From an optimization exercise on the open Yosys and OpenROAD flow, aimed at small area and few clock cycles per item; shortcuts taken in it are not production practice. Function was checked by simulation only, so behaviour that the tests miss may differ from the original.

the previous run:
// aabb_contact_impulse_resolver
module aabb_contact_impulse_resolver (
  input  logic          clk,
  input  logic          rst_n,
  input  logic          start,
  output logic          busy,
  input  logic [47:0]   in_box_one_min,
  input  logic [47:0]   in_box_one_max,
  input  logic [47:0]   in_box_two_min,
  input  logic [47:0]   in_box_two_max,
  input  logic [47:0]   in_vel_one,
  input  logic [47:0]   in_vel_two,
  input  logic [15:0]   in_mass_one,
  input  logic [15:0]   in_mass_two,
  input  logic [8:0]    in_bounce_one,
  input  logic [8:0]    in_bounce_two,
  input  logic          in_fixed_one,
  input  logic          in_fixed_two,
  output logic          out_valid,
  output logic          out_overlap,
  output logic          out_applied,
  output logic [1:0]    out_contact_axis,
  output logic          out_normal_negative,
  output logic [47:0]   out_new_vel_one,
  output logic [47:0]   out_new_vel_two
);
  localparam int L = 5;
  localparam int NF = 1;    
  function automatic int nsteps(input int g);
    nsteps = (g == 1) ? 1 : 4;
  endfunction
  assign busy = 1'b0;
  logic        f_hit, f_app;
  logic [1:0]  f_ax;
  logic        f_neg;
  logic [16:0] f_msum;
  logic [10:0] f_esum;
  logic [15:0] f_dabs;
  logic [26:0] f_pmul;
  acir_front u_front (
    .box_one_min(in_box_one_min),
    .box_one_max(in_box_one_max),
    .box_two_min(in_box_two_min),
    .box_two_max(in_box_two_max),
    .vel_one    (in_vel_one),
    .vel_two    (in_vel_two),
    .mass_one   (in_mass_one),
    .mass_two   (in_mass_two),
    .bounce_one (in_bounce_one),
    .bounce_two (in_bounce_two),
    .fixed_one  (in_fixed_one),
    .fixed_two  (in_fixed_two),
    .hit        (f_hit),
    .applied    (f_app),
    .ax         (f_ax),
    .neg        (f_neg),
    .msum       (f_msum),
    .esum       (f_esum),
    .dabs       (f_dabs),
    .pmul       (f_pmul)
  );
  logic [47:0] vel1_r [L+1];
  logic [47:0] vel2_r [L+1];
  logic        hit_r  [L+1];
  logic        app_r  [L+1];
  logic        wr1_r  [L+1];
  logic        wr2_r  [L+1];
  logic [1:0]  ax_r   [L+1];
  logic        neg_r  [L+1];
  logic [16:0] msum_r [L+1];
  logic        val_r  [L+1];
  always_ff @(posedge clk) begin
    if (!rst_n) begin
      for (int i = 0; i <= L; i++) val_r[i] <= 1'b0;
    end else begin
  ...
Size in the first run: about 13000 cells after synthesis, roughly 1200 flip-flops, roughly 450 I/O pins, about 0.097 mm2 of cells after synthesis.
clock: 10.0 ns
lec_check: 0
abc_area: 1
cap_margin: 20
core_margin: 2
core_utilization: 60
place_density: 0.7
slew_margin: 20
run.sh (not shown) runs the stock make flow with config.mk's settings and CLKGATE_MAP_FILE= SYNTH_SCRIPT=/design/flow/synth_recipe.tcl, a recipe that flattens the netlist after the stock synthesis.
Testbench counts of the previous run, summed over its fixed seeds: cycles 24,048, items 24,000.
[inputs] the current run vs the previous run
- a deleted PLACE_DENSITY that had been 0.7
- a change of CORE_UTILIZATION from 60 to 40
Findings:
- On area of the multi-input gates, the previous run and the current run are neck and neck.
- Comparing the previous run against the current run, there is no change at all in share of the synthesized netlist area taken by xor and xnor gates.
- Going from the previous run to the current run, final standard cell count with taps included and fillers excluded grew by a few percent.

========
## main
Another version of the RTL of aabb_contact_impulse_resolver (not shown whole).
For scale: roughly 11,000 cells after synthesis, about 1,100 flip-flops, ~88,000 um2 of cells after synthesis.
Settings: LEC_CHECK=0, ABC_AREA=1, CAP_MARGIN=10, CORE_MARGIN=2, CORE_UTILIZATION=45, CTS_CLUSTER_DIAMETER=200, CTS_CLUSTER_SIZE=20, PLACE_DENSITY=0.68, SLEW_MARGIN=10; clock period 10.0 ns.
standard.sh (not shown) runs the stock make flow with config.mk's settings and CLKGATE_MAP_FILE= SYNTH_SCRIPT=/design/flow/synth_recipe.tcl, a recipe that flattens the netlist after the stock synthesis.
==> flow/flow/run.sh <==
#!/bin/bash
# The standard layout (standard.sh: ORFS with the standard flow's settings), except that
# the port buffers are made from the smallest buffer cell, buf_1, instead of
# the cell buffer_ports picks on its own. Every port still gets its buffer.
# The full output of the layout goes to layout.log in this folder; each ORFS
# step also keeps its own log under orfs/logs.
set -euo pipefail
bash standard.sh \
  "BUFFER_PORTS_ARGS=-buffer_cell sky130_fd_sc_hd__buf_1" \
  finish > layout.log 2>&1
main | stages: all done | timing, DRC, antenna: all pass
Testbench counts of main, summed over its fixed seeds: cycles 24,048, items 24,000.
Input-level comparison between the feature branch and main:
Settings: CAP_MARGIN changed from 10 to 20; CORE_UTILIZATION changed from 45 to 40; SLEW_MARGIN changed from 10 to 20; PLACE_DENSITY removed (was 0.68).
[summary]
The feature branch: PASS, flow complete, no timing, DRC or antenna violations. Taking main as the reference point, the fraction of met1 tracks used by global routing of the feature branch falls by 1.7 points. Per the comparison of the feature branch with main, sequential share of layout area held; post-detailed-route wirelength per cell shows an increase of 1.2%. Going from main to the feature branch, number of cells on the worst reg-to-reg path increased 1.5%, non-clock buffer contribution to total cell area increased 0.21 points, hold slack essentially unchanged. The feature branch vs main, utilization went down by 5.4 points. When the final numbers for main and the feature branch were put side by side, the via count turned out to be greater in main. Global-route usage over all layers: the feature branch vs main down 2.0 points.

========
Setup of old:
aabb_contact_impulse_resolver, a different RTL version from the one above (not shown whole).
Size in the first run: ~1200 flip-flops, about 450 I/O pins.
Settings: LEC_CHECK=0, ABC_AREA=1, CAP_MARGIN=20, CORE_MARGIN=2, CORE_UTILIZATION=40, SLEW_MARGIN=20; clock period 10.0 ns.
run.sh (not shown) runs the stock make flow with config.mk's settings and CLKGATE_MAP_FILE= SYNTH_SCRIPT=/design/flow/synth_recipe.tcl, a recipe that flattens the netlist after the stock synthesis.
Stock flow here: none of the scripts above is used.
Testbench counts of old, summed over its fixed seeds: cycles 24,048, items 24,000.
#### Input delta (new over old)
==> flow/flow/run.sh (new file) <==
#!/bin/bash
# The standard layout (standard.sh: ORFS with the standard flow's settings), except that
# the port buffers are made from the smallest buffer cell, buf_1, instead of
# the cell buffer_ports picks on its own. Every port still gets its buffer.
# The full output of the layout goes to layout.log in this folder; each ORFS
# step also keeps its own log under orfs/logs.
set -euo pipefail
bash standard.sh \
  "BUFFER_PORTS_ARGS=-buffer_cell sky130_fd_sc_hd__buf_1" \
  finish > layout.log 2>&1
==> flow/standard.sh (new file) <==
#!/bin/bash
# synth_recipe.tcl (not shown) runs the flow's synth.tcl, then flattens the netlist and writes it again
# the make line also repeats each setting of config.mk as NAME=value (left out here)
make -C /OpenROAD-flow-scripts/flow DESIGN_CONFIG=/design/flow/config.mk WORK_HOME=/design/flow/orfs CLKGATE_MAP_FILE= SYNTH_SCRIPT=/design/flow/synth_recipe.tcl "${@:-finish}"
removed: flow/run.sh
--- outcome ---
Compared with old, new shows a area of all placed cells without fillers that is 0.0026 mm² lower.
new has wire length reported by the detailed router below what old had.
Per the comparison of new with old, number of ordinary and repair buffers in the finished layout fell 0.61%; maximum number of pins on one net before global-route repair has decreased; number of levels the H-tree was split into has remained practically unchanged.

## afterwards: timing with drivers on the ports
How much do the figures lean on ideal ports? The routed layouts below were timed once more, with nothing changed but the port constraints.
Step 1, drivers: a clkbuf_16 drives clk and a buf_2 each remaining input, both assumed.
Step 2 times the ports against the registers' clock, not the clock port: input delays grow and output delays shrink by t, the midpoint of the rising clock arrivals with the driver on.
Three values: no drivers, after step 1, after step 2; two values: the first two.
run	t (ns)	slack for setup (ns)	worst slew at a driven data input, ns	cell pins on the clock port's net
the previous run	0.821	0.240 / 0.155 / 0.008	0.14	1
the current run	0.828	0.393 / 0.305 / 0.058	0.13	1
main	0.756	0.372 / 0.293 / -0.099	0.11	1
the feature branch	0.775	0.390 / 0.311 / -0.139	0.13	1
old	0.853	0.430 / 0.344 / 0.153	0.11	1
new	0.854	0.442 / 0.352 / 0.281	0.11	1
Met with ideal ports but missed after step 2: setup timing in main and the feature branch. For the feature branch, which loses most, drivers alone change the setup slack by -0.079 ns; drivers and shift together by -0.529 ns.
